Context: an optimization exercise on an open-source flow, tuned for small area, a short achievable clock period and few clock cycles per item. The choices shown serve that exercise and are no tape-out recipe.
RTL that was checked went through simulation tests only; none was proved equivalent to the original.
No functional check of the RTL was part of runs 1 and 6.

==> flow/design.v (outline; a module is shown in full before it is edited, if it fits) <==
// module bdte_epoch: 233 lines
// module bdte_ctrl: 20 lines
// module bdte_datapath: 205 lines
// module broken_down_time_to_epoch: 49 lines
module broken_down_time_to_epoch (
  input  logic               clk_i,
  input  logic               rst_ni,
  input  logic               start,
  output logic               busy,
  input  logic signed [10:0] second_in_i,
  input  logic signed [10:0] minute_in_i,
  input  logic signed [10:0] hour_in_i,
  input  logic signed [10:0] day_in_i,
  input  logic signed [7:0]  month_in_i,
  input  logic        [7:0]  year_in_i,
  output logic               done_o,
  output logic        [5:0]  second_out_o,
  output logic        [5:0]  minute_out_o,
  output logic        [4:0]  hour_out_o,
  output logic        [4:0]  day_out_o,
  output logic        [3:0]  month_out_o,
  output logic signed [9:0]  year_out_o,
  output logic        [8:0]  day_of_year_o,
  output logic signed [33:0] epoch_seconds_o
);
  // ...
==> flow/flow/run.sh <==
#!/bin/bash
# The standard layout, with the port buffers made from sky130_fd_sc_hd__buf_2
# cells instead of the default delay buffers. make's output goes to
# flow_make.log in the work folder; each ORFS step keeps its own log under
# orfs/logs.
set -euo pipefail
export BUFFER_PORTS_ARGS="-buffer_cell sky130_fd_sc_hd__buf_2"
bash standard.sh > flow_make.log 2>&1
==> flow/standard.sh <==
#!/bin/bash
# synth_recipe.tcl (not shown) runs the flow's synth.tcl, then flattens the netlist and writes it again
# the make line also repeats each setting of config.mk as NAME=value (left out here)
make -C /OpenROAD-flow-scripts/flow DESIGN_CONFIG=/design/flow/config.mk WORK_HOME=/design/flow/orfs CLKGATE_MAP_FILE= SYNTH_SCRIPT=/design/flow/synth_recipe.tcl "${@:-finish}"
==> flow/config.mk <==
export PLATFORM = sky130hd
export DESIGN_NAME = broken_down_time_to_epoch
export DESIGN_NICKNAME = broken_down_time_to_epoch
export VERILOG_FILES = /design/flow/design.v
export SDC_FILE = /design/flow/constraint.sdc
export NUM_CORES = 4
export LEC_CHECK = 0
export CAP_MARGIN = 20
export CORE_MARGIN = 2
export CORE_UTILIZATION = 40
export SLEW_MARGIN = 20
==> flow/constraint.sdc <==
create_clock -name core_clock -period 9.0 [get_ports {clk_i}]
set_input_delay 1.8000 -clock core_clock [delete_from_list [all_inputs] [get_ports {clk_i}]]
set_output_delay 1.8000 -clock core_clock [all_outputs]
set_load 0.01 [all_outputs]
==> impl_results.md, run 1 <==
- First-pass DRT Iterations: 6
- Placed insts: 2229
- Rel. slew slack: 43.1%
- Seq Cell Count: 37
- Post-CTS Setup Bufs: 0
- Initial antenna violation count: 0
- CP Buf/Inv Count: 5
- Reg area: 0.00111 mm²
- Fin area: 0.0148 mm²
- Number of cells on the critical path: 22
- Worst clock skew: 0.0132 ns
- Crit Path Class: reg -> out
- Vias per cell: 5.50
- Fillers: 3318
- Maximum fanout along the worst path: 10
- Critical path required time: 7.20 ns
- WL met3: 1330 µm
- Non-clock inverter count in the final layout: 242
- RSZ-0062 raised after global routing: no
- Top cells by area, synth: ha_1, fa_1, edfxtp_1, inv_1, xnor2_1
- Syn_area_per_cell: 7.99 µm²
- Post-synth cell types: 91
- Data buffer area share: 6.63%
- Synthesized flop and latch total: 37
- Port bufs: 143
- Most common cell in the netlist: inv_1
- Clk latency of the worst-skew pair: 0.30 ns
- Non-clk bufs: 177
- Area grow syn2layout: 11.1%
- Iter 0 DRT Violations: 713
- Status: finished clean
- Most common cell after layout, fill and taps aside: inv_1
- R2R Path End: u_datapath.du_q[11]$_DFFE_PP_
- Share of cells above drive strength 1: 12.3%
==> module bdte_datapath, before the edit <==
module bdte_datapath (
  input  logic               clk_i,
  input  logic               load_i,
  input  logic signed [10:0] second_in_i,
  input  logic signed [10:0] minute_in_i,
  input  logic signed [10:0] hour_in_i,
  input  logic signed [10:0] day_in_i,
  input  logic signed [7:0]  month_in_i,
  input  logic        [7:0]  year_in_i,
  output logic        [5:0]  second_out_o,
  output logic        [5:0]  minute_out_o,
  output logic        [4:0]  hour_out_o,
  output logic        [4:0]  day_out_o,
  output logic        [3:0]  month_out_o,
  output logic signed [9:0]  year_out_o,
  output logic        [8:0]  day_of_year_o,
  output logic signed [33:0] epoch_seconds_o
);
  logic signed [4:0] hs;
  logic signed [7:0] vs;
  logic signed [2:0] ks;
  logic        [5:0] sec_n;
  assign hs = second_in_i[10:6];
  assign vs = $signed({2'b00, second_in_i[5:0]}) + $signed({hs[4], hs, 2'b00});
  always_comb begin
    if      (vs >= 8'sd120) ks = 3'sd2;
    else if (vs >= 8'sd60)  ks = 3'sd1;
    else if (vs >= 8'sd0)   ks = 3'sd0;
    else if (vs >= -8'sd60) ks = -3'sd1;
    else                    ks = -3'sd2;
  end
  assign sec_n = 6'(vs[5:0] + {ks[2], ks[2], ks, 1'b0} + {ks[2], ks[2], ks, 1'b0});
  logic signed [4:0] hm;
  logic signed [8:0] bm;
  logic signed [2:0] km;
  logic signed [2:0] km_c [5];
  logic        [5:0] min_n;
  assign hm = minute_in_i[10:6];
  assign bm = $signed({3'b000, minute_in_i[5:0]}) + $signed({hm[4], hm[4], hm, 2'b00})
            + $signed({{4{hs[4]}}, hs});
  for (genvar i = 0; i < 5; i++) begin : g_km
    localparam int K = i - 2;
    always_comb begin
      if      (bm >= 9'sd120 - 9'(K)) km_c[i] = 3'sd2;
      else if (bm >= 9'sd60 - 9'(K))  km_c[i] = 3'sd1;
      else if (bm >= 9'sd0 - 9'(K))   km_c[i] = 3'sd0;
      else if (bm >= -9'sd60 - 9'(K)) km_c[i] = -3'sd1;
      else                            km_c[i] = -3'sd2;
    end
  end
  always_comb begin
    case (ks)
      -3'sd2:  km = km_c[0];
      -3'sd1:  km = km_c[1];
      3'sd0:   km = km_c[2];
      3'sd1:   km = km_c[3];
      default: km = km_c[4];
    endcase
  end
  assign min_n = 6'(bm[5:0] + {{3{ks[2]}}, ks} + {km[2], km, 2'b00});
  logic signed [6:0] qh;           
  logic        [1:0] mh;
  logic        [4:0] rh;
  assign {qh, mh} = bdte_pkg::bdte_divmod3_8(hour_in_i[10:3]);
  assign rh = {mh, hour_in_i[2:0]};
  logic signed [6:0] bu;
  logic signed [1:0] c3;
  logic signed [1:0] c3_c [5];
  logic        [4:0] hour_n;
  assign bu = $signed({2'b00, rh}) + $signed({{2{hm[4]}}, hm});
  for (genvar i = 0; i < 5; i++) begin : g_c3
    localparam int K = i - 2;
    always_comb begin
      if      (bu < 7'sd0 - 7'(K))   c3_c[i] = -2'sd1;
      else if (bu >= 7'sd24 - 7'(K)) c3_c[i] = 2'sd1;
      else                           c3_c[i] = 2'sd0;
    end
  end
  always_comb begin
    case (km)
      -3'sd2:  c3 = c3_c[0];
      -3'sd1:  c3 = c3_c[1];
      3'sd0:   c3 = c3_c[2];
      3'sd1:   c3 = c3_c[3];
      default: c3 = c3_c[4];
    endcase
  end
  assign hour_n = 5'(bu[4:0] + {{2{km[2]}}, km} + {c3, 3'b000});
  logic [4:0]  t;
  logic [3:0]  mo;
  logic [8:0]  ya;
  logic [6:0]  a;
  logic [1:0]  yb;
  assign {t, mo} = bdte_pkg::bdte_month_split(month_in_i);
  assign ya = {1'b0, year_in_i} + {4'd0, t};
  assign a  = ya[8:2];
  assign yb = year_in_i[1:0] + t[1:0];
  logic [11:0] dq, dqm, kday, du_p, du_m;
  assign dq   = 12'(13'(day_in_i) + 13'(qh) + 13'd1095);
  assign dqm  = 12'(13'(day_in_i) + 13'(qh) + 13'd1094);
  assign kday = {1'b0, bdte_pkg::bdte_kday(yb, mo)};
  assign du_p = dq + kday + {11'd0, (c3 == 2'sd1)};
  assign du_m = dqm + kday;
  logic [11:0] du;
  assign du = (c3 == -2'sd1) ? du_m : du_p;
  logic [5:0]         sec_q, min_q;
  logic [4:0]         hour_q;
  logic        [11:0] du_q;
  logic [6:0]         a_q;
  always_ff @(posedge clk_i) begin
    if (load_i) begin
      sec_q  <= sec_n;
      min_q  <= min_n;
      hour_q <= hour_n;
      du_q   <= du;
      a_q    <= a;
    end
  end
  logic [8:0] ge_y;
  assign ge_y[0] = (du_q >= 12'd365);
  assign ge_y[1] = (du_q >= 12'd730);
  assign ge_y[2] = (du_q >= 12'd1096);
  assign ge_y[3] = (du_q >= 12'd1461);
  assign ge_y[4] = (du_q >= 12'd1826);
  assign ge_y[5] = (du_q >= 12'd2191);
  assign ge_y[6] = (du_q >= 12'd2557);
  assign ge_y[7] = (du_q >= 12'd2922);
  assign ge_y[8] = (du_q >= 12'd3287);
  logic [3:0] j;
  logic [8:0] ystart;              
  always_comb begin
    if      (ge_y[8]) begin j = 4'd9; ystart = 9'(12'd3287); end
    else if (ge_y[7]) begin j = 4'd8; ystart = 9'(12'd2922); end
    else if (ge_y[6]) begin j = 4'd7; ystart = 9'(12'd2557); end
    else if (ge_y[5]) begin j = 4'd6; ystart = 9'(12'd2191); end
    else if (ge_y[4]) begin j = 4'd5; ystart = 9'(12'd1826); end
    else if (ge_y[3]) begin j = 4'd4; ystart = 9'(12'd1461); end
    else if (ge_y[2]) begin j = 4'd3; ystart = 9'(12'd1096); end
    else if (ge_y[1]) begin j = 4'd2; ystart = 9'(12'd730);  end
    else if (ge_y[0]) begin j = 4'd1; ystart = 9'(12'd365);  end
    else              begin j = 4'd0; ystart = 9'd0;         end
  end
  logic [8:0] doy;                 
  assign doy = du_q[8:0] - ystart;
  logic [3:0] mp;
  logic [4:0] dk;                  
  always_comb begin
    if      (doy >= 9'd337) begin mp = 4'd11; dk = 5'd16; end
    else if (doy >= 9'd306) begin mp = 4'd10; dk = 5'd15; end
    else if (doy >= 9'd275) begin mp = 4'd9; dk = 5'd14; end
    else if (doy >= 9'd245) begin mp = 4'd8; dk = 5'd12; end
    else if (doy >= 9'd214) begin mp = 4'd7; dk = 5'd11; end
    else if (doy >= 9'd184) begin mp = 4'd6; dk = 5'd9; end
    else if (doy >= 9'd153) begin mp = 4'd5; dk = 5'd8; end
    else if (doy >= 9'd122) begin mp = 4'd4; dk = 5'd7; end
    else if (doy >= 9'd92)  begin mp = 4'd3; dk = 5'd5; end
    else if (doy >= 9'd61)  begin mp = 4'd2; dk = 5'd4; end
    else if (doy >= 9'd31)  begin mp = 4'd1; dk = 5'd2; end
    else                    begin mp = 4'd0;  dk = 5'd1;  end
  end
  logic jf;                        
  assign jf = (mp >= 4'd10);
  assign day_out_o     = doy[4:0] + dk;
  assign month_out_o   = jf ? (mp - 4'd10) : (mp + 4'd2);
  assign day_of_year_o = jf ? (doy - 9'd306)
                            : (doy + 9'd59 + {8'd0, ((j == 4'd3) || (j == 4'd7))});
  logic [9:0] ge_j;
  assign ge_j[0] = (du_q >= 12'd306);
  assign ge_j[1] = (du_q >= 12'd671);
  assign ge_j[2] = (du_q >= 12'd1036);
  assign ge_j[3] = (du_q >= 12'd1402);
  assign ge_j[4] = (du_q >= 12'd1767);
  assign ge_j[5] = (du_q >= 12'd2132);
  assign ge_j[6] = (du_q >= 12'd2497);
  assign ge_j[7] = (du_q >= 12'd2863);
  assign ge_j[8] = (du_q >= 12'd3228);
  assign ge_j[9] = (du_q >= 12'd3593);
  logic [3:0] g;
  always_comb begin
    g = 4'd0;
    for (int i = 0; i < 10; i++) g = g + {3'd0, ge_j[i]};
  end
  logic [9:0] gofs;                
  assign gofs = {6'd0, g} - 10'd23;
  assign year_out_o = $signed({1'b0, a_q, 2'b00} + gofs);
  logic y1, before69, corr;
  assign y1       = !ge_j[0] || (ge_j[3] && !ge_j[4]) || (ge_j[7] && !ge_j[8]);
  assign before69 = (a_q < 7'd21) || ((a_q == 7'd21) && !ge_j[7])
                 || ((a_q == 7'd22) && !ge_j[3]);
  assign corr     = before69 && !y1;
  logic [33:0] epoch;
  bdte_epoch u_epoch (
    .a_i     (a_q),
    .du_i    (du_q),
    .corr_i  (corr),
    .hour_i  (hour_q),
    .min_i   (min_q),
    .sec_i   (sec_q),
    .epoch_o (epoch)
  );
  assign epoch_seconds_o = $signed(epoch);
  assign second_out_o = sec_q;
  assign minute_out_o = min_q;
  assign hour_out_o   = hour_q;
endmodule
==> inputs of run 2 (changes only) <==
--- a/flow/design.v
+++ b/flow/design.v
@@ -902,31 +902,25 @@
   assign sec_n = 6'(vs[5:0] + {ks[2], ks[2], ks, 1'b0} + {ks[2], ks[2], ks, 1'b0});
   logic signed [4:0] hm;
-  logic signed [8:0] bm;
-  logic signed [2:0] km;
-  logic signed [2:0] km_c [5];
-  logic        [5:0] min_n;
-  assign hm = minute_in_i[10:6];
-  assign bm = $signed({3'b000, minute_in_i[5:0]}) + $signed({hm[4], hm[4], hm, 2'b00})
-            + $signed({{4{hs[4]}}, hs});
-  for (genvar i = 0; i < 5; i++) begin : g_km
-    localparam int K = i - 2;
-    always_comb begin
-      if      (bm >= 9'sd120 - 9'(K)) km_c[i] = 3'sd2;
-      else if (bm >= 9'sd60 - 9'(K))  km_c[i] = 3'sd1;
-      else if (bm >= 9'sd0 - 9'(K))   km_c[i] = 3'sd0;
-      else if (bm >= -9'sd60 - 9'(K)) km_c[i] = -3'sd1;
-      else                            km_c[i] = -3'sd2;
-    end
-  end
+  logic signed [7:0] vm0;
+  logic signed [2:0] km0;
+  logic        [5:0] rm0;
+  assign hm  = minute_in_i[10:6];
+  assign vm0 = $signed({2'b00, minute_in_i[5:0]}) + $signed({hm[4], hm, 2'b00});
   always_comb begin
-    case (ks)
-      -3'sd2:  km = km_c[0];
-      -3'sd1:  km = km_c[1];
-      3'sd0:   km = km_c[2];
-      3'sd1:   km = km_c[3];
-      default: km = km_c[4];
-    endcase
+    if      (vm0 >= 8'sd120) km0 = 3'sd2;
+    else if (vm0 >= 8'sd60)  km0 = 3'sd1;
+    else if (vm0 >= 8'sd0)   km0 = 3'sd0;
+    else if (vm0 >= -8'sd60) km0 = -3'sd1;
+    else                     km0 = -3'sd2;
   end
-  assign min_n = 6'(bm[5:0] + {{3{ks[2]}}, ks} + {km[2], km, 2'b00});
+  assign rm0 = 6'(vm0[5:0] + {km0[2], km0, 2'b00});
+  logic signed [5:0] qs;
+  logic signed [7:0] w;
+  logic signed [1:0] c2;
+  logic        [5:0] min_n;
+  assign qs = 6'(hs) + 6'(ks);
+  assign w  = $signed({2'b00, rm0}) + $signed({{2{qs[5]}}, qs});
+  assign c2 = w[7] ? -2'sd1 : (w >= 8'sd60) ? 2'sd1 : 2'sd0;
+  assign min_n = 6'(w[5:0] + {c2[1], c2[1], c2, 2'b00});
   logic signed [6:0] qh;           
   logic        [1:0] mh;
@@ -936,9 +930,9 @@
   logic signed [6:0] bu;
   logic signed [1:0] c3;
-  logic signed [1:0] c3_c [5];
+  logic signed [1:0] c3_c [3];
   logic        [4:0] hour_n;
-  assign bu = $signed({2'b00, rh}) + $signed({{2{hm[4]}}, hm});
-  for (genvar i = 0; i < 5; i++) begin : g_c3
-    localparam int K = i - 2;
+  assign bu = $signed({2'b00, rh}) + $signed({{2{hm[4]}}, hm}) + $signed({{4{km0[2]}}, km0});
+  for (genvar i = 0; i < 3; i++) begin : g_c3
+    localparam int K = i - 1;
     always_comb begin
       if      (bu < 7'sd0 - 7'(K))   c3_c[i] = -2'sd1;
@@ -948,13 +942,11 @@
   end
   always_comb begin
-    case (km)
-      -3'sd2:  c3 = c3_c[0];
-      -3'sd1:  c3 = c3_c[1];
-      3'sd0:   c3 = c3_c[2];
-      3'sd1:   c3 = c3_c[3];
-      default: c3 = c3_c[4];
+    case (c2)
+      -2'sd1:  c3 = c3_c[0];
+      2'sd0:   c3 = c3_c[1];
+      default: c3 = c3_c[2];
     endcase
   end
-  assign hour_n = 5'(bu[4:0] + {{2{km[2]}}, km} + {c3, 3'b000});
+  assign hour_n = 5'(bu[4:0] + {{3{c2[1]}}, c2} + {c3, 3'b000});
   logic [4:0]  t;
   logic [3:0]  mo;
==> run 2 against run 1 <==
  * Still clean
  * Cell area down 2.2%
  * Register-to-register slack worse by 0.25 ns
  * Synthesized area decreased by 2.1%
  * Setup slack worse by 0.075 ns
  * Synthesized cell count decreased by 3.1%
  * Maximum frequency is 0.89% lower
  * First-iteration DRC count is 0.84% higher
  * Final cell count fell by 2.4%
  * Sequential share of layout area grew 0.16 points
  * Worst hold slack better by 0.12 ns
  * Flip-flop and latch count unchanged
  * Die area decreased by 2.0%
  * Largest cell class unchanged
==> impl_results.md, run 2 <==
- Status: finished clean (unchanged)
- Seq/Total Area, Yosys: 8.46% (was 8.28%)
- Number of cells on the critical path: 24 (was 22)
- RSZ-0062 raised after global routing: no (unchanged)
- Reg area: 0.00111 mm² (unchanged)
- WL/cell: 14.8 µm (was 16.3 µm)
- CP Buf/Inv Count: 4 (was 5)
- Synthesized flop and latch total: 37 (unchanged)
- Die area: 0.0342 mm² (was 0.0349 mm²)
- DP HPWL: 27000 µm (was 30200 µm)
- Share of cells above drive strength 1: 12.7% (was 12.3%)
- Top_reg_cell synth: edfxtp_1 (unchanged)
- TNS Setup: 0 ns (unchanged)
- Slew @ Worst Pin: 0.969 ns (was 0.854 ns)
- Row count: 66 (unchanged)
- Clock slew at reported path FFs: 0.05 ns (was 0.07 ns)
- Worst clock skew: 0.00517 ns (was 0.0132 ns)
- HP Class: reg -> reg (unchanged)
- Core region area: 0.0324 mm² (was 0.0327 mm²)
- R2R Path End: u_datapath.du_q[10]$_DFFE_PP_ (was u_datapath.du_q[11]$_DFFE_PP_)
- Slew Viols, Final: 0 (unchanged)
- Post-synthesis adder-cell area fraction: 36.0% (was 34.2%)
- Critical Path Max Stage Delay: 0.52 ns (about the same)
- Met1 WL: 15400 µm (was 17300 µm)
- Worst-path cell chain: inv_1 -> ha_1 -> nor2b_1 -> nand2_1 -> nor3_1 -> and2_1 -> nand2_1 -> nand3_1 -> ha_1 -> inv_1 -> fa_1 -> fa_1 -> fa_1 -> fa_1 -> fa_1 -> inv_1 -> ha_1 -> xnor2_1 -> ha_1 -> fa_1 -> a211o_1 -> nor3_1 -> xnor2_1 -> buf_2 (was inv_1 -> ha_1 -> inv_1 -> a41o_1 -> a22oi_1 -> nand2_1 -> ha_1 -> fa_1 -> fa_1 -> fa_1 -> fa_1 -> inv_1 -> fa_1 -> inv_1 -> ha_1 -> xnor2_1 -> ha_1 -> fa_1 -> a211oi_1 -> nand3_1 -> xnor2_1 -> buf_2)
- Top-area cell type share of the netlist area: 18.7% (was 17.1%)
- Global placer's final weighted congestion: 0.929 (was 0.932)
- CTS tree: yes (unchanged)
- Final nets: 2110 (was 2158)
- Max-cap violations: 0 (unchanged)
- CTS Sinks: 37 (unchanged)
- Cells after Synth: 1619 (was 1671)
- Setup crit start kind: flip-flop (unchanged)
- # setup viols final: 0 (unchanged)
- R2r setup slk: 7.42 ns (was 7.67 ns)
- Main combinational cell family by area after synthesis: adder cells (unchanged)
- First-pass DRT Iterations: 5 (was 6)
- Most flops, register: u_datapath.du_q (unchanged)
- Total track usage: 19.0% (was 20.9%)
- Vias in the first global route: 11100 (was 12100)
- Iter 0 DRT Violations: 719 (was 713)
- Critical path required time: 7.20 ns (about the same)
- Syn_area_per_cell: 8.08 µm² (was 7.99 µm²)
- Num ports: 144 (unchanged)
- CTS root buf: clkbuf_16 (unchanged)
- First-pass GRT wire length: 54200 µm (was 61000 µm)
- Mapped cell area: 0.0131 mm² (was 0.0134 mm²)
- Gr ovfl total: 0 (unchanged)
- Worst-case reg-to-reg path depth: 1 (was 2)
- Crit Path Class: reg -> out (unchanged)
- CTS Buf Count: 5 (unchanged)
- Final clock period utilization by the worst path: 94.2% (was 93.4%)
- Die W: 185 µm (was 187 µm)
- Clk latency of the worst-skew pair: 0.28 ns (was 0.30 ns)
- Critical path capture point type: output port (unchanged)
- WL met3: 1250 µm (was 1330 µm)
- Via count: 11600 (was 12300)
- XOR/XNOR Fraction of Synth Area: 7.56% (was 7.64%)
- Commonest cells in the netlist: inv_1, ha_1, fa_1 (was inv_1, ha_1, a21oi_1)
- Fmax: 118 MHz (was 119 MHz)
- Post-synthesis simple-gate area fraction: 14.8% (was 15.2%)
- DRT antenna net count: 0 (unchanged)
- Initial antenna violation count: 1 (was 0)
- Yosys top cell by area: fa_1 (was ha_1)
- Area of the multi-input gates: 0.0109 mm² (was 0.0111 mm²)
- Fillers: 3294 (was 3318)
- Max H-tree Level: 2 (unchanged)
- DRT Wirelength: 32400 µm (was 36500 µm)
- Post-layout util: 44.9% (was 45.4%)
- Crit path launch: u_datapath.du_q[2]$_DFFE_PP_ (was u_datapath.du_q[7]$_DFFE_PP_)
- Yosys warning total: 3 (was 4)
- Crit-path most repeated cell: fa_1 (unchanged)
- Initial core utilization: 40.4% (was 40.9%)
- Crit-path slowest cell: fa_1 (unchanged)
- Crit path to: year_out_o[8] (unchanged)
- Mapped Nets: 1985 (was 2031)
- Area grow syn2layout: 11.0% (was 11.1%)
- Maximum fanout along the worst path: 5 (was 10)
- Family with the most delay on the worst path: adder cells (unchanged)
- Port bufs: 143 (unchanged)
- Rel. slew slack: 35.3% (was 43.1%)
- Number of flops mapped to enable cells by yosys: 36 (unchanged)
- Most common cell after layout, fill and taps aside: inv_1 (unchanged)
- Clk buf depth: 2 (unchanged)
- DRC Markers: 0 (unchanged)
- Compound-Gate Fraction of Synth Area: 22.6% (was 24.8%)
- Most frequent cells in the layout: inv_1, ha_1, buf_2 (unchanged)
- Top Registers: u_datapath.du_q x12, u_datapath.a_q x7 (unchanged)
- Fraction of synthesized area in multiplexers: 1.87% (was 1.24%)
- Async set-reset flop share out of synthesis: 2.70% (unchanged)
- Reg-to-Reg Start: u_ctrl.busy_q$_DFF_PN0_ (unchanged)
- Largest net degree at the start of global routing: 38 (unchanged)
- Highest Signal Layer: met4 (unchanged)
- Min Tclk post-route: 8.48 ns (was 8.41 ns)
- Post-synth cell types: 86 (was 91)
- Final count of hold timing violations: 0 (unchanged)
- Most common cell in the netlist: inv_1 (unchanged)
- Critical Path AT: 6.68 ns (was 6.61 ns)
- Top cells by area, synth: fa_1, ha_1, edfxtp_1, inv_1, xnor2_1 (was ha_1, fa_1, edfxtp_1, inv_1, xnor2_1)
- Wire length on met2: 15100 µm (was 17300 µm)
- Die height: 185 µm (was 187 µm)
- Vias per cell: 5.29 (was 5.50)
- Max reg flops: 12 (unchanged)
## run 2: layout make-up
type,instances,share of cell area (%)
repair buffers,174,6.53
inverters,242,6.25
flip-flops and latches,37,7.62
clock buffers,6,0.887
multi-input cells,1284,74.8
well taps,442,3.81
diodes,1,0.0172
clock inverters,2,0.0689
## run 2: how the worst min path moves through the flow
| stage | cells after the start | from | slack [ns] | endpoint |
|---|---|---|---|---|
| floorplan | 1 | u_ctrl.busy_q$_DFF_PN0_ | 1.05 | u_ctrl.busy_q$_DFF_PN0_ |
| finish | 1 | u_ctrl.busy_q$_DFF_PN0_ | 0.68 | u_ctrl.busy_q$_DFF_PN0_ |
| global placement | 1 | u_ctrl.busy_q$_DFF_PN0_ | 0.68 | u_ctrl.busy_q$_DFF_PN0_ |
| detailed placement | 1 | u_ctrl.busy_q$_DFF_PN0_ | 0.69 | u_ctrl.busy_q$_DFF_PN0_ |
| CTS | 1 | u_ctrl.busy_q$_DFF_PN0_ | 0.70 | u_ctrl.busy_q$_DFF_PN0_ |
| global route | 1 | u_ctrl.busy_q$_DFF_PN0_ | 0.76 | u_ctrl.busy_q$_DFF_PN0_ |
## run 2: cells by family (layout without fill, tap and decap cells)
family / Yosys count / after routing
buf+inv: 298 / 424
mux: 23 / 23
fa+ha+maj: 303 / 303
compound gates: 443 / 443
other cells: 0 / 1
xor+xnor: 112 / 112
flops: 37 / 37
simple gates: 403 / 403
## run 2: timing repair
action | CTS | global route
hold buffers | 0 | 0
hold endpoints to repair | 0 | 0
resized for setup | 0 | 6
buffers inserted | 0 | 2
endpoints found under the setup margin | 0 | 5
## run 2: per-layer routing
metal / track usage, % / vias to the layer above
met4: 4.48 / 0
li1: - / 5873
met3: 1.30 / 44
met5: 0 / -
met2: 32.7 / 266
met1: 26.1 / 5392
## run 2: through the flow
stage               setup WS (ns)  std cells  hold WS, ns  instance area [µm²]
finish                      0.519       2188        0.683                14500
global route               0.0329       2187        0.758                14500
CTS                         0.309       2185        0.702                14500
detailed placement         0.0424       2177        0.694                14300
global placement            0.145       2177        0.681                14300
floorplan                   0.572       1619         1.05                13100
Testbench counts of run 2, summed over its fixed seeds: cycles 9,600, items 4,800.
==> inputs of run 3 (changes only) <==
--- a/flow/design.v
+++ b/flow/design.v
@@ -1027,23 +1027,14 @@
   assign day_of_year_o = jf ? (doy - 9'd306)
                             : (doy + 9'd59 + {8'd0, ((j == 4'd3) || (j == 4'd7))});
+  logic [9:0] ybase;
+  assign ybase      = {1'b0, a_q, 2'b00} + {6'd0, j} - 10'd23;
+  assign year_out_o = $signed(ybase + {9'd0, jf});
   logic [9:0] ge_j;
   assign ge_j[0] = (du_q >= 12'd306);
-  assign ge_j[1] = (du_q >= 12'd671);
-  assign ge_j[2] = (du_q >= 12'd1036);
   assign ge_j[3] = (du_q >= 12'd1402);
   assign ge_j[4] = (du_q >= 12'd1767);
-  assign ge_j[5] = (du_q >= 12'd2132);
-  assign ge_j[6] = (du_q >= 12'd2497);
   assign ge_j[7] = (du_q >= 12'd2863);
   assign ge_j[8] = (du_q >= 12'd3228);
-  assign ge_j[9] = (du_q >= 12'd3593);
-  logic [3:0] g;
-  always_comb begin
-    g = 4'd0;
-    for (int i = 0; i < 10; i++) g = g + {3'd0, ge_j[i]};
-  end
-  logic [9:0] gofs;                
-  assign gofs = {6'd0, g} - 10'd23;
-  assign year_out_o = $signed({1'b0, a_q, 2'b00} + gofs);
+  assign {ge_j[9], ge_j[6:5], ge_j[2:1]} = '0;
   logic y1, before69, corr;
   assign y1       = !ge_j[0] || (ge_j[3] && !ge_j[4]) || (ge_j[7] && !ge_j[8]);
--- a/flow/config.mk
+++ b/flow/config.mk
@@ -8,4 +8,4 @@
 export CAP_MARGIN = 20
 export CORE_MARGIN = 2
-export CORE_UTILIZATION = 40
+export CORE_UTILIZATION = 50
 export SLEW_MARGIN = 20
==> run 3 against run 2 <==
  * Still clean
  * Setup slack improved by 0.18 ns
  * Synthesized cell count is 3.3% lower
  * Global-route usage increased by 4.7 points
  * Via count shrank 2.2%
  * Register-to-register slack worse by 0.05 ns
  * Die area down 22%
  * Sequential share of layout area up 0.30 points
==> impl_results.md, run 3 <==
- Status: finished clean (unchanged)
- Final count of hold timing violations: 0 (unchanged)
- Most common cell in the netlist: inv_1 (unchanged)
- Die area: 0.0266 mm² (was 0.0342 mm²)
- Global placer's final weighted congestion: 0.937 (was 0.929)
- Core region area: 0.0250 mm² (was 0.0324 mm²)
- Clk latency of the worst-skew pair: 0.29 ns (was 0.28 ns)
- Initial core utilization: 50.5% (was 40.4%)
- Min Tclk post-route: 8.30 ns (was 8.48 ns)
- Die W: 163 µm (was 185 µm)
- TNS Setup: 0 ns (unchanged)
- Via count: 11300 (was 11600)
- First-pass DRT Iterations: 6 (was 5)
- Cells after Synth: 1565 (was 1619)
- Max reg flops: 12 (unchanged)
- Worst clock skew: 0.0123 ns (was 0.00517 ns)
- Gr ovfl total: 0 (unchanged)
- Yosys warning total: 3 (unchanged)
- Largest net degree at the start of global routing: 38 (unchanged)
- CTS root buf: clkbuf_16 (unchanged)
- Total track usage: 23.8% (was 19.0%)
- Vias in the first global route: 10700 (was 11100)
- Mapped cell area: 0.0127 mm² (was 0.0131 mm²)
- Die height: 163 µm (was 185 µm)
- Max-cap violations: 0 (unchanged)
- Most common cell after layout, fill and taps aside: inv_1 (unchanged)
- Placed insts: 2010 (was 2177)
- Yosys top cell by area: ha_1 (was fa_1)
- DRT Wirelength: 31700 µm (was 32400 µm)
- Num ports: 144 (unchanged)
- Rel. slew slack: 31.5% (was 35.3%)
- Layout Cells excl Fill: 2022 (was 2188)
- CTS Sinks: 37 (unchanged)
- Mapped Nets: 1930 (was 1985)
- Vias per cell: 5.60 (was 5.29)
- Crit-path slowest cell: fa_1 (unchanged)
- Crit-path most repeated cell: a21o_1 (was fa_1)
- # setup viols final: 0 (unchanged)
- Post-synth cell types: 83 (was 86)
- DRT antenna net count: 0 (unchanged)
- Most flops, register: u_datapath.du_q (unchanged)
- Top_reg_cell synth: edfxtp_1 (unchanged)
- Slew Viols, Final: 0 (unchanged)
- Top-area cell type share of the netlist area: 18.5% (was 18.7%)
- Async set-reset flop share out of synthesis: 2.70% (unchanged)
- Row count: 58 (was 66)
- Critical Path AT: 6.50 ns (was 6.68 ns)
- Share of cells above drive strength 1: 12.4% (was 12.7%)
- Max H-tree Level: 2 (unchanged)
- CTS tree: yes (unchanged)
- Iter 0 DRT Violations: 706 (was 719)
- RSZ-0062 raised after global routing: no (unchanged)
- Critical path capture point type: output port (unchanged)
- Top cells by area, synth: ha_1, fa_1, edfxtp_1, inv_1, a21oi_1 (was fa_1, ha_1, edfxtp_1, inv_1, xnor2_1)
- Ant diodes: 0 (was 1)
- DP HPWL: 26200 µm (was 27000 µm)
- Area grow syn2layout: 10.4% (was 11.0%)
- Clk buf depth: 2 (unchanged)
- Final nets: 2056 (was 2110)
- Critical Path Max Stage Delay: 0.43 ns (was 0.52 ns)
- Maximum fanout along the worst path: 7 (was 5)
- Initial antenna violation count: 0 (was 1)
- CTS Buf Count: 5 (unchanged)
- Port bufs: 143 (unchanged)
- Synthesized flop and latch total: 37 (unchanged)
- Setup crit start kind: flip-flop (unchanged)
- WL/cell: 15.7 µm (was 14.8 µm)
- Final clock period utilization by the worst path: 92.3% (was 94.2%)
- First-pass GRT wire length: 52200 µm (was 54200 µm)
- Commonest cells in the netlist: inv_1, ha_1, a21oi_1 (was inv_1, ha_1, fa_1)
- Syn_area_per_cell: 8.09 µm² (was 8.08 µm²)
- Hold_ws: 0.704 ns (was 0.683 ns)
- Crit Path Class: reg -> out (unchanged)
- Top Registers: u_datapath.du_q x12, u_datapath.a_q x7 (unchanged)
- Number of flops mapped to enable cells by yosys: 36 (unchanged)
- Critical path required time: 7.20 ns (about the same)
- Seq/Total Area, Yosys: 8.74% (was 8.46%)
- HP Class: reg -> reg (unchanged)
- Slew @ Worst Pin: 1.03 ns (was 0.969 ns)
- DRC Markers: 0 (unchanged)
- Fmax: 120 MHz (was 118 MHz)
- Most frequent cells in the layout: inv_1, ha_1, buf_2 (unchanged)
- Clock slew at reported path FFs: 0.07 ns (was 0.05 ns)
## run 3: cell types whose count changed in the layout (fill, tap and decap cells not counted), moves of 7 or more
cell / change
nand3_1: -16
xnor2_1: -10
a21o_1: +9
a21oi_1: +8
nand2_1: +8
nor2_1: -8
and2_1: -7
buf_4: -7
mux2i_1: -7
nand4_1: -7
## run 3: layout make-up
| cell class | instances | area [µm²] |
|---|---|---|
| timing repair buffer | 167 | 896 |
| clock buffer | 5 | 125 |
| tap | 330 | 413 |
| clock inverter | 3 | 46.3 |
| fill | 2447 | 11100 |
| sequential | 37 | 1110 |
| multi-input combinational | 1237 | 10500 |
| inverter | 243 | 912 |
## run 3: timing repair
action                                  CTS  global route
endpoints found under the setup margin    0             3
resized for setup                         0             3
hold endpoints to repair                  0             0
hold buffers                              0             0
setup buffers                             0             4
## run 3: layer usage
layer | GRT usage [%] | routed length [µm]
met2 | 39.9 | 15000
met3 | 1.42 | 999
met5 | 0 | 0
met1 | 33.5 | 15100
met4 | 6.28 | 635
## run 3: final timing paths
| check | cells past startpoint | start | endpoint | slack, ns |
|---|---|---|---|---|
| max in group asynchronous | 1 | rst_ni | u_ctrl.busy_q$_DFF_PN0_ | 7.65 |
| min reg2reg | 1 | u_ctrl.busy_q$_DFF_PN0_ | u_ctrl.busy_q$_DFF_PN0_ | 0.70 |
| min in group asynchronous | 1 | rst_ni | u_ctrl.busy_q$_DFF_PN0_ | 1.27 |
| max reg2reg | 1 | u_ctrl.busy_q$_DFF_PN0_ | u_datapath.sec_q[2]$_DFFE_PP_ | 7.37 |
| min | 1 | u_ctrl.busy_q$_DFF_PN0_ | u_ctrl.busy_q$_DFF_PN0_ | 0.70 |
| max | 30 | u_datapath.du_q[0]$_DFFE_PP_ | day_out_o[4] | 0.70 |
## run 3: logic make-up after synthesis
group,synth area share [%]
fa+ha+maj,36.7
mux,1.49
simple gates,13.4
buf+inv,8.76
flops,8.74
xor+xnor,7.41
compound gates,23.6
## run 3: critical path, delay by kind of cell (launching register included)
| family | cells | cell delay [ns] |
|---|---|---|
| adders and majority gates | 5 | 1.54 |
| AOI/OAI and AO/OA | 14 | 2.60 |
| and+or+nand+nor | 5 | 0.63 |
| xor gates and xnor gates | 3 | 0.53 |
| DFF | 1 | 0.35 |
| buffers and inverters | 3 | 0.56 |
## run 3: per-stage QoR
stage / setup WS, ns / util, % / instance area [µm²]
floorplan: 1.04 / - / 12700
global placement: 0.639 / 54.9 / 13700
detailed placement: 0.496 / 54.9 / 13700
CTS: 0.348 / 55.6 / 13900
global route: 0.0308 / 55.8 / 14000
finish: 0.697 / 55.8 / 14000
Testbench counts of run 3, summed over its fixed seeds: cycles 9,600, items 4,800.
==> inputs of run 4 (changes only) <==
--- a/flow/config.mk
+++ b/flow/config.mk
@@ -6,6 +6,7 @@
 export NUM_CORES = 4
 export LEC_CHECK = 0
+export ABC_AREA = 1
 export CAP_MARGIN = 20
 export CORE_MARGIN = 2
-export CORE_UTILIZATION = 50
+export CORE_UTILIZATION = 40
 export SLEW_MARGIN = 20
==> run 4 against run 3 <==
  * Register-to-register slack gained 0.07 ns
  * Critical path type is now in -> reg
  * Die area grew 28%
  * Synthesized area grew 3.0%
  * Worst hold slack lost 0.019 ns
==> impl_results.md, run 4 <==
- Status: finished clean (unchanged)
- Top Registers: u_datapath.du_q x12, u_datapath.a_q x7 (unchanged)
- WL met3: 1150 µm (was 999 µm)
- Mapped cell area: 0.0130 mm² (was 0.0127 mm²)
- Crit-path slowest cell: fa_1 (unchanged)
- Number of cells on the critical path: 35 (was 30)
- Max H-tree Level: 2 (unchanged)
- Port bufs: 143 (unchanged)
- DRT antenna net count: 0 (unchanged)
- Reg area: 0.00111 mm² (unchanged)
- Worst clock skew: 0.00449 ns (was 0.0123 ns)
- TNS Setup: 0 ns (unchanged)
- # setup viols final: 0 (unchanged)
- Die W: 184 µm (was 163 µm)
- R2R Path End: u_datapath.du_q[11]$_DFFE_PP_ (was u_datapath.sec_q[2]$_DFFE_PP_)
- Fmax: 119 MHz (was 120 MHz)
- Final count of hold timing violations: 0 (unchanged)
- Largest net degree at the start of global routing: 38 (unchanged)
- Core region area: 0.0323 mm² (was 0.0250 mm²)
- Cells after Synth: 1791 (was 1565)
- Hold path endpoint: u_ctrl.busy_q$_DFF_PN0_ (unchanged)
- RSZ-0062 raised after global routing: no (unchanged)
- Via count: 11700 (was 11300)
- Critical path required time: 9.03 ns (was 7.20 ns)
- Clk latency of the worst-skew pair: 0.28 ns (was 0.29 ns)
- Most frequent cells in the layout: inv_1, nand2_1, ha_1 (was inv_1, ha_1, buf_2)
- Num ports: 144 (unchanged)
- Maximum fanout along the worst path: 8 (was 7)
- CTS Sinks: 37 (unchanged)
- Fillers: 3291 (was 2447)
- Hold_ws: 0.685 ns (was 0.704 ns)
- Global placer's final weighted congestion: 0.907 (was 0.937)
- Min Tclk post-route: 8.37 ns (was 8.30 ns)
- Critical Path AT: 8.40 ns (was 6.50 ns)
- Highest Signal Layer: met4 (unchanged)
- Yosys warning total: 3 (unchanged)
- Iter 0 DRT Violations: 618 (was 706)
- Total track usage: 18.7% (was 23.8%)
- Vias per cell: 4.97 (was 5.60)
- Ant diodes: 0 (unchanged)
- DRT Wirelength: 31800 µm (was 31700 µm)
- WL/cell: 13.5 µm (was 15.7 µm)
- Async set-reset flop share out of synthesis: 2.70% (unchanged)
- Top-area cell type share of the netlist area: 18.0% (was 18.5%)
- Final clock period utilization by the worst path: 93.0% (was 92.3%)
- Most common cell after layout, fill and taps aside: inv_1 (unchanged)
- Die area: 0.0340 mm² (was 0.0266 mm²)
- Gr ovfl total: 0 (unchanged)
- Initial core utilization: 40.4% (was 50.5%)
- Area of the multi-input gates: 0.0103 mm² (was 0.0105 mm²)
- First-pass DRT Iterations: 5 (was 6)
- CP Buf/Inv Count: 10 (was 3)
- HP Start: u_ctrl.busy_q$_DFF_PN0_ (unchanged)
- Number of flops mapped to enable cells by yosys: 36 (unchanged)
- Reg-to-Reg Start: u_ctrl.busy_q$_DFF_PN0_ (unchanged)
- Vias in the first global route: 11400 (was 10700)
- Post-CTS Hold Fix Bufs: 0 (unchanged)
- Rel. slew slack: 36.6% (was 31.5%)
- Crit Path Class: in -> reg (was reg -> out)
- Worst-case reg-to-reg path depth: 1 (unchanged)
- Wire length on met2: 14800 µm (was 15000 µm)
- Top cells by area, synth: ha_1, fa_1, inv_1, nand2_1, edfxtp_1 (was ha_1, fa_1, edfxtp_1, inv_1, a21oi_1)
- Initial antenna violation count: 0 (unchanged)
- CTS Buf Count: 5 (unchanged)
- Setup crit start kind: input pin (was flip-flop)
- DP HPWL: 27400 µm (was 26200 µm)
- Area grow syn2layout: 9.79% (was 10.4%)
- Most common cell in the netlist: inv_1 (unchanged)
- Share of cells above drive strength 1: 12.0% (was 12.4%)
- Crit-path most repeated cell: inv_1 (was a21o_1)
- Row count: 66 (was 58)
- Final setup margin: 0.629 ns (was 0.697 ns)
- Family with the most delay on the worst path: adder cells (was compound AO/OA/AOI/OAI gates)
- Mapped Nets: 2156 (was 1930)
- Clock slew at reported path FFs: 0.05 ns (was 0.07 ns)
- First-pass GRT wire length: 53200 µm (was 52200 µm)
- Yosys top cell by area: ha_1 (unchanged)
- Critical path capture point type: flip-flop (was output port)
- R2r setup slk: 7.44 ns (was 7.37 ns)
- Top_reg_cell synth: edfxtp_1 (unchanged)
- CTS root buf: clkbuf_16 (unchanged)
- Die height: 184 µm (was 163 µm)
- Slew Viols, Final: 0 (unchanged)
- Critical Path Max Stage Delay: 0.48 ns (was 0.43 ns)
- Post-synth cell types: 73 (was 83)
- Post-Place Worst Slack: 0.319 ns (was 0.496 ns)
- Met1 WL: 15300 µm (was 15100 µm)
- Max-cap violations: 0 (unchanged)
- CTS tree: yes (unchanged)
- Most flops, register: u_datapath.du_q (unchanged)
- Commonest cells in the netlist: inv_1, nand2_1, ha_1 (was inv_1, ha_1, a21oi_1)
- Seq/Total Area, Yosys: 8.49% (was 8.74%)
- Synthesized flop and latch total: 37 (unchanged)
- Clk buf depth: 2 (unchanged)
- Final nets: 2277 (was 2056)
- Slew @ Worst Pin: 0.948 ns (was 1.03 ns)
- HP Class: reg -> reg (unchanged)
- Max reg flops: 12 (unchanged)
- DRC Markers: 0 (unchanged)
- Hold depth: 1 (unchanged)
- Syn_area_per_cell: 7.28 µm² (was 8.09 µm²)
[run 4: cell types whose count changed after synthesis, moves of 27 or more]
cell,previous run,this run
a21o_1,49,6
nand2_1,105,313
xnor2_1,70,31
inv_1,242,356
xor2_1,37,74
nand3_1,24,51
[run 4: cell type report]
class	count	share of cell area [%]
clock buffers	6	0.901
clock inverters	2	0.0700
inverters	374	9.88
multi-input cells	1343	72.1
flip-flops and latches	37	7.73
well taps	442	3.87
repair buffers	151	5.42
[run 4: per-stage QoR]
step / std cells / util (%) / cell area [µm²]
finish: 2355 / 44.3 / 14300
global route: 2355 / 44.3 / 14300
CTS: 2355 / 44.3 / 14300
detailed placement: 2347 / 43.9 / 14200
global placement: 2347 / 43.9 / 14200
floorplan: 1791 / - / 13000
[run 4: worst max-delay path by stage]
stage / startpoint / end / slack, ns
4_1_cts: u_datapath.du_q[3]$_DFFE_PP_ / day_out_o[4] / 0.57
2_1_floorplan: minute_in_i[4] / u_datapath.hour_q[4]$_DFFE_PP_ / 0.99
3_5_place_dp: minute_in_i[8] / u_datapath.hour_q[4]$_DFFE_PP_ / 0.32
5_1_grt: u_datapath.du_q[3]$_DFFE_PP_ / day_out_o[4] / 0.06
3_3_place_gp: minute_in_i[8] / u_datapath.hour_q[4]$_DFFE_PP_ / 0.51
6_report: minute_in_i[8] / u_datapath.hour_q[4]$_DFFE_PP_ / 0.63
[run 4: cell families (layout without fill, tap and decap cells)]
group | after synthesis | count (layout) | synth area share, %
AOI/OAI and AO/OA | 356 | 356 | 16.0
xor gates and xnor gates | 110 | 110 | 8.03
adders and majority gates | 302 | 302 | 35.6
buffers and inverters | 411 | 533 | 12.4
DFF | 37 | 37 | 8.49
muxes | 4 | 4 | 0.317
and+or+nand+nor | 571 | 571 | 19.1
[run 4: layer usage]
metal	GRT usage [%]	vias up
met2	32.1	245
met4	4.51	0
met5	0	-
met3	1.13	40
li1	-	6010
met1	25.8	5414
[run 4: repair_timing]
action	in CTS	in global routing
endpoints found under the setup margin	0	1
hold endpoints to repair	0	0
resized for setup	0	1
setup buffers	0	0
==> inputs of run 5 (changes only) <==
--- a/flow/config.mk
+++ b/flow/config.mk
@@ -6,5 +6,4 @@
 export NUM_CORES = 4
 export LEC_CHECK = 0
-export ABC_AREA = 1
 export CAP_MARGIN = 20
 export CORE_MARGIN = 2
==> run 5 against run 4 <==
  * Still clean
  * Core utilization grew 0.70 points
  * Critical path depth shrank 8
  * Via count shrank 3.2%
  * Sequential share of layout area grew 0.12 points
  * Non-clock buffer count grew 21
  * Synthesized area shrank 2.9%
  * Die area shrank 2.8%
  * Worst hold slack gained 0.17 ns
  * Global-route usage grew 0.84 points
  * Clock skew grew 0.019 ns
  * Critical path type is now reg -> out
  * Highest routed layer unchanged
==> impl_results.md, run 5 <==
- Async set-reset flop share out of synthesis: 2.70% (unchanged)
- TNS Setup: 0 ns (unchanged)
- Number of flops mapped to enable cells by yosys: 36 (unchanged)
- Max reg flops: 12 (unchanged)
- CTS Buf Count: 5 (unchanged)
- Die height: 182 µm (was 184 µm)
- Final setup margin: 0.600 ns (was 0.629 ns)
- Row count: 65 (was 66)
- Largest net degree at the start of global routing: 38 (unchanged)
- Rel. slew slack: 42.3% (was 36.6%)
- Post-layout util: 45.0% (was 44.3%)
- Critical Path Max Stage Delay: 0.55 ns (was 0.48 ns)
- Setup crit start kind: flip-flop (was input pin)
- Post-synth cell types: 83 (was 73)
- CP Buf/Inv Count: 3 (was 10)
- Family with the most delay on the worst path: compound AO/OA/AOI/OAI gates (was adder cells)
- Clock slew at reported path FFs: 0.08 ns (was 0.05 ns)
- Die area: 0.0331 mm² (was 0.0340 mm²)
- Top Registers: u_datapath.du_q x12, u_datapath.a_q x7 (unchanged)
- DP HPWL: 26400 µm (was 27400 µm)
- Syn_area_per_cell: 8.09 µm² (was 7.28 µm²)
- Maximum fanout along the worst path: 17 (was 8)
- Mapped cell area: 0.0127 mm² (was 0.0130 mm²)
- Clk latency of the worst-skew pair: 0.31 ns (was 0.28 ns)
- DRC Markers: 0 (unchanged)
- WL/cell: 15.3 µm (was 13.5 µm)
- Die W: 182 µm (was 184 µm)
- RSZ-0062 raised after global routing: no (unchanged)
- Crit Path Class: reg -> out (was in -> reg)
- Yosys warning total: 3 (unchanged)
- Worst clock skew: 0.0230 ns (was 0.00449 ns)
- Top-area cell type share of the netlist area: 18.5% (was 18.0%)
- Share of cells above drive strength 1: 12.7% (was 12.0%)
- Max-cap violations: 0 (unchanged)
- CTS tree: yes (unchanged)
- Post-Place Worst Slack: 0.444 ns (was 0.319 ns)
- Min Tclk post-route: 8.40 ns (was 8.37 ns)
- Seq/Total Area, Yosys: 8.74% (was 8.49%)
- Critical path required time: 7.20 ns (was 9.03 ns)
- Status: finished clean (unchanged)
- Most common cell after layout, fill and taps aside: inv_1 (unchanged)
- Initial core utilization: 40.4% (about the same)
- Total track usage: 19.6% (was 18.7%)
- Vias per cell: 5.40 (was 4.97)
- DRT antenna net count: 0 (unchanged)
- Iter 0 DRT Violations: 792 (was 618)
- Most frequent cells in the layout: inv_1, ha_1, buf_2 (was inv_1, nand2_1, ha_1)
- Most flops, register: u_datapath.du_q (unchanged)
- # setup viols final: 0 (unchanged)
- Slew @ Worst Pin: 0.864 ns (was 0.948 ns)
- Final nets: 2061 (was 2277)
- CTS Sinks: 37 (unchanged)
- First-pass DRT Iterations: 5 (unchanged)
- Core region area: 0.0313 mm² (was 0.0323 mm²)
- First-pass GRT wire length: 54000 µm (was 53200 µm)
- CTS root buf: clkbuf_16 (unchanged)
- Final clock period utilization by the worst path: 93.3% (was 93.0%)
- Clk buf depth: 2 (unchanged)
- Slew Viols, Final: 0 (unchanged)
- Critical path capture point type: output port (was flip-flop)
- Ant diodes: 0 (unchanged)
- Synthesized flop and latch total: 37 (unchanged)
- Mapped Nets: 1930 (was 2156)
- HP Class: reg -> reg (unchanged)
- Fmax: 119 MHz (about the same)
- Via count: 11300 (was 11700)
- Top cells by area, synth: ha_1, fa_1, edfxtp_1, inv_1, a21oi_1 (was ha_1, fa_1, inv_1, nand2_1, edfxtp_1)
- Commonest cells in the netlist: inv_1, ha_1, a21oi_1 (was inv_1, nand2_1, ha_1)
- Gr ovfl total: 0 (unchanged)
- Crit-path slowest cell: edfxtp_1 (was fa_1)
- Final count of hold timing violations: 0 (unchanged)
- Critical Path AT: 6.60 ns (was 8.40 ns)
- Initial antenna violation count: 0 (unchanged)
- Yosys top cell by area: ha_1 (unchanged)
- Post-CTS Hold Fix Bufs: 0 (unchanged)
- Global placer's final weighted congestion: 0.914 (was 0.907)
- Cells after Synth: 1565 (was 1791)
- DRT Wirelength: 32200 µm (was 31800 µm)
- Area grow syn2layout: 11.4% (was 9.79%)
- Num ports: 144 (unchanged)
- Max H-tree Level: 2 (unchanged)
- Most common cell in the netlist: inv_1 (unchanged)
- Top_reg_cell synth: edfxtp_1 (unchanged)
- Port bufs: 143 (unchanged)
- Vias in the first global route: 10900 (was 11400)
## run 5: area by class of cell
cell class,count,area (µm²)
tap,402,503
inverter,243,912
clock inverter,3,41.3
timing repair buffer,172,933
fill,3146,17200
multi-input combinational,1237,10500
sequential,37,1110
clock buffer,5,125
## run 5: path summary, 6_finish.rpt
check                                                  start  cells past startpoint  slack [ns]                       endpoint
worst max-delay path            u_datapath.du_q[3]$_DFFE_PP_                     27        0.60                   day_out_o[4]
worst min-delay path                 u_ctrl.busy_q$_DFF_PN0_                      2        0.85        u_ctrl.busy_q$_DFF_PN0_
worst max register to register       u_ctrl.busy_q$_DFF_PN0_                      2        7.62  u_datapath.min_q[2]$_DFFE_PP_
worst min register to register       u_ctrl.busy_q$_DFF_PN0_                      2        0.85        u_ctrl.busy_q$_DFF_PN0_
max in group asynchronous                             rst_ni                      1        7.67        u_ctrl.busy_q$_DFF_PN0_
min in group asynchronous                             rst_ni                      1        1.25        u_ctrl.busy_q$_DFF_PN0_
## run 5: timing repair
item                       in CTS  in global routing
setup endpoints to repair       0                  3
gates resized for setup         0                  5
setup buffers                   0                 12
hold endpoints to repair        0                  0
## run 5: cells by family after synthesis
group	Yosys count	synth area share [%]
AOI/OAI and AO/OA	449	23.6
xor gates and xnor gates	107	7.41
adders and majority gates	302	36.7
buffers and inverters	291	8.76
DFF	37	8.74
muxes	17	1.49
and+or+nand+nor	362	13.4
## run 5: per-stage QoR
step | cell area (µm²) | instances | hold WS, ns
after floorplan | 12700 | 1565 | 1.05
after global placement | 13800 | 2079 | 0.866
after detailed placement | 13800 | 2079 | 0.859
after CTS | 14000 | 2087 | 0.881
after global routing | 14100 | 2099 | 0.909
final | 14100 | 2099 | 0.851
## run 5: layer usage
layer,part of all wire (%),vias to the layer above,track usage (%)
met4,2.1,0,5.19
li1,-,5675,-
met2,48,308,33.7
met5,0,-,0
met1,47,5318,27.0
met3,3.5,39,0.862
## run 5: worst min-delay path: stages, from the launching register on
cell	delay (ns)
dfrtp_1	0.41
nor2b_4	0.05
buf_4	0.28
==> inputs of run 6 (changes only) <==
--- a/flow/design.v
+++ b/flow/design.v
@@ -961,5 +961,13 @@
   assign dq   = 12'(13'(day_in_i) + 13'(qh) + 13'd1095);
   assign dqm  = 12'(13'(day_in_i) + 13'(qh) + 13'd1094);
-  assign kday = {1'b0, bdte_pkg::bdte_kday(yb, mo)};
+  always_comb begin
+    case (yb)
+      2'd1:    kday = 12'd365;
+      2'd2:    kday = 12'd730;
+      2'd3:    kday = 12'd1095;
+      default: kday = 12'd0;
+    endcase
+    kday = kday + {3'd0, bdte_pkg::bdte_march_start(mo)};
+  end
   assign du_p = dq + kday + {11'd0, (c3 == 2'sd1)};
   assign du_m = dqm + kday;
==> run 6 against run 5 <==
  * Global-route usage decreased by 1.5 points
  * Flip-flop and latch count unchanged
  * Synthesized cell count increased by 0.26%
  * Critical endpoint is now u_datapath.hour_q[4]$_DFFE_PP_
  * Cell area increased by 1.2%
  * Clock-buffer cell count unchanged
  * Via count decreased by 1.4%
  * Still clean on timing, DRC and antenna
  * Critical path depth increased by 3
  * Final cell count increased by 0.91%
  * Worst hold slack got worse by 0.20 ns
==> impl_results.md, run 6 <==
- First-pass GRT wire length: 50700 µm (was 54000 µm)
- Area grow syn2layout: 12.0% (was 11.4%)
- Status: finished clean (unchanged)
- Most common cell after layout, fill and taps aside: inv_1 (unchanged)
- Highest Signal Layer: met4 (unchanged)
- Max reg flops: 12 (unchanged)
- Max-cap violations: 0 (unchanged)
- Max H-tree Level: 2 (unchanged)
- DP HPWL: 25700 µm (was 26400 µm)
- Setup crit start kind: input pin (was flip-flop)
- Family with the most delay on the worst path: adder cells (was compound AO/OA/AOI/OAI gates)
- DRT Wirelength: 30400 µm (was 32200 µm)
- Critical path capture point type: flip-flop (was output port)
- Die area: 0.0333 mm² (was 0.0331 mm²)
- WL/cell: 14.4 µm (was 15.3 µm)
- Crit Path Class: in -> reg (was reg -> out)
- Post-Place Worst Slack: 0.0221 ns (was 0.444 ns)
- Final clock period utilization by the worst path: 96.0% (was 93.3%)
- Share of cells above drive strength 1: 12.9% (was 12.7%)
- Min Tclk post-route: 8.64 ns (was 8.40 ns)
- Global placer's final weighted congestion: 0.895 (was 0.914)
- Async set-reset flop share out of synthesis: 2.70% (unchanged)
- Die W: 182 µm (about the same)
- DRT antenna net count: 0 (unchanged)
- Commonest cells in the netlist: inv_1, ha_1, nor2_1 (was inv_1, ha_1, a21oi_1)
- Yosys warning total: 3 (unchanged)
- Core region area: 0.0315 mm² (was 0.0313 mm²)
- Most common cell in the netlist: inv_1 (unchanged)
- Slew @ Worst Pin: 0.815 ns (was 0.864 ns)
- Clock slew at reported path FFs: 0.06 ns (was 0.08 ns)
- Critical Path AT: 8.66 ns (was 6.60 ns)
- DRC Markers: 0 (unchanged)
- CTS Buf Count: 5 (unchanged)
- Placed Instance Area: 0.0140 mm² (was 0.0138 mm²)
- Clk buf depth: 2 (unchanged)
- CTS root buf: clkbuf_16 (unchanged)
- Syn_area_per_cell: 8.11 µm² (was 8.09 µm²)
- Crit-path slowest cell: or4_4 (was edfxtp_1)
- Port bufs: 143 (unchanged)
- Seq/Total Area, Yosys: 8.69% (was 8.74%)
- Rel. slew slack: 44.3% (was 42.3%)
- Via count: 11200 (was 11300)
- Mapped cell area: 0.0127 mm² (about the same)
- Final nets: 2094 (was 2061)
- Total track usage: 18.1% (was 19.6%)
- Cells after Synth: 1569 (was 1565)
- Critical Path Max Stage Delay: 0.57 ns (was 0.55 ns)
- First-pass DRT Iterations: 5 (unchanged)
- CP Buf/Inv Count: 4 (was 3)
- HP Class: reg -> reg (unchanged)
- Post-synth cell types: 85 (was 83)
- Number of flops mapped to enable cells by yosys: 36 (unchanged)
- Slew Viols, Final: 0 (unchanged)
- Num ports: 144 (unchanged)
- Mapped Nets: 1948 (was 1930)
- Final setup margin: 0.363 ns (was 0.600 ns)
- Vias in the first global route: 10500 (was 10900)
- Post-layout util: 45.3% (was 45.0%)
- Post-CTS Hold Fix Bufs: 0 (unchanged)
- Worst clock skew: 0.00936 ns (was 0.0230 ns)
- Top-area cell type share of the netlist area: 19.7% (was 18.5%)
- Ant diodes: 0 (unchanged)
- Fin area: 0.0143 mm² (was 0.0141 mm²)
- Largest net degree at the start of global routing: 38 (unchanged)
- # setup viols final: 0 (unchanged)
- Die height: 182 µm (about the same)
- Critical path required time: 9.02 ns (was 7.20 ns)
- Met1 WL: 14700 µm (was 15000 µm)
- WL met3: 1020 µm (was 1130 µm)
- CTS Sinks: 37 (unchanged)
- Initial core utilization: 40.4% (about the same)
- Placed insts: 2099 (was 2079)
- Final count of hold timing violations: 0 (unchanged)
- Most frequent cells in the layout: inv_1, ha_1, buf_2 (unchanged)
- Clk latency of the worst-skew pair: 0.29 ns (was 0.31 ns)
- Iter 0 DRT Violations: 550 (was 792)
- Gr ovfl total: 0 (unchanged)
- Initial antenna violation count: 0 (unchanged)
- Fmax: 116 MHz (was 119 MHz)
- Maximum fanout along the worst path: 4 (was 17)
- Most flops, register: u_datapath.du_q (unchanged)
- Wire length on met2: 14100 µm (was 15300 µm)
- CTS tree: yes (unchanged)
- Row count: 65 (unchanged)
- Yosys top cell by area: ha_1 (unchanged)
- Vias per cell: 5.28 (was 5.40)
- Number of cells on the critical path: 30 (was 27)
- Top_reg_cell synth: edfxtp_1 (unchanged)
- Worst-case reg-to-reg path depth: 2 (unchanged)
- Layout Cells excl Fill: 2118 (was 2099)
- Top cells by area, synth: ha_1, fa_1, edfxtp_1, inv_1, xnor2_1 (was ha_1, fa_1, edfxtp_1, inv_1, a21oi_1)
- Top Registers: u_datapath.du_q x12, u_datapath.a_q x7 (unchanged)
- Crit-path most repeated cell: ha_1
- Hold depth: 1 (was 2)
- Synthesized flop and latch total: 37 (unchanged)
## run 6: metal layers
metal	up-vias	track usage (%)
met5	-	0
met4	0	4.39
met3	32	1.06
met2	240	30.6
met1	5235	25.3
li1	5677	-
## run 6: kinds of logic (layout without fill, tap and decap cells)
family                   after synthesis  in the layout  share of synthesized area (%)
multiplexers                          17             17                           1.46
AO/OA/AOI/OAI                        418            418                           21.8
adder cells (fa/ha/maj)              316            316                           37.9
AND/OR/NAND/NOR                      379            379                           14.0
flip-flops                            37             37                           8.69
XOR/XNOR                             107            107                           7.36
buffers and inverters                295            442                           8.85
## run 6: path summary, 6_finish.rpt
check	start	to	slack, ns
setup / recovery	minute_in_i[6]	u_datapath.hour_q[4]$_DFFE_PP_	0.36
hold / removal	u_ctrl.busy_q$_DFF_PN0_	u_ctrl.busy_q$_DFF_PN0_	0.65
setup reg to reg	u_ctrl.busy_q$_DFF_PN0_	u_datapath.min_q[0]$_DFFE_PP_	7.47
hold reg to reg	u_ctrl.busy_q$_DFF_PN0_	u_ctrl.busy_q$_DFF_PN0_	0.65
max in group asynchronous	rst_ni	u_ctrl.busy_q$_DFF_PN0_	7.64
min in group asynchronous	rst_ni	u_ctrl.busy_q$_DFF_PN0_	1.27
## run 6: cell type report
class                           count  area, µm²
Clock buffer                        5        125
Multi-Input combinational cell   1237      10500
Tap cell                          402        503
Inverter                          258        968
Sequential cell                    37       1110
Clock inverter                      3       41.3
Fill cell                        3143      17200
Timing Repair Buffer              176        983
## run 6: worst register-to-register path, cell delays in order (launching register included)
cell and delay [ns]:
dfrtp_1 0.42, nor2b_4 0.56, buf_16 0.25
## run 6: through the flow
stage | TNS (ns) | hold slack [ns]
after CTS | 0 | 0.754
after global placement | 0 | 0.728
final | 0 | 0.649
after global routing | -0.0168 | 0.677
after detailed placement | 0 | 0.732
after floorplan | 0 | 1.05
## run 6: timing repair
item	CTS	global route
endpoints found under the hold margin	0	0
buffers inserted	0	10
resized for setup	0	5
setup endpoints to repair	0	5

==> static timing again, ports no longer ideal <==
No port has a modelled driver above. Below, the same layouts with a new extraction and two added sets of constraints.
Step 1 assumes that a clkbuf_16 drives the clock port and a buf_2 every other input.
Step 2, shift: input delay + t, output delay - t, t = (earliest + latest rising clock arrival at the registers) / 2. This alone moves slack from input paths to output paths.
Three values: no drivers, after step 1, after step 2; two values: the first two.
run | shift t [ns] | setup slack, ns | worst hold slack (ns) | clock arrival spread, ns | worst register clock-pin slew, ns
run 1 | 0.332 | 0.595 / 0.551 / 0.728 | 0.561 / 0.561 / 0.561 | 0.014 / 0.014 | 0.07 / 0.07
run 2 | 0.313 | 0.519 / 0.484 / 0.274 | 0.683 / 0.683 / 0.683 | 0.008 / 0.008 | 0.06 / 0.06
run 3 | 0.321 | 0.697 / 0.660 / 0.394 | 0.704 / 0.704 / 0.704 | 0.013 / 0.012 | 0.07 / 0.07
run 4 | 0.311 | 0.629 / 0.644 / 0.333 | 0.685 / 0.685 / 0.685 | 0.005 / 0.005 | 0.06 / 0.06
run 5 | 0.336 | 0.600 / 0.559 / 0.456 | 0.851 / 0.851 / 0.851 | 0.023 / 0.023 | 0.08 / 0.08
run 6 | 0.319 | 0.363 / 0.370 / 0.051 | 0.649 / 0.649 / 0.649 | 0.010 / 0.010 | 0.06 / 0.06
After both steps setup and hold are still met in every run listed. For run 6, which loses most, drivers alone change the setup slack by +0.007 ns; drivers and shift together by -0.312 ns.
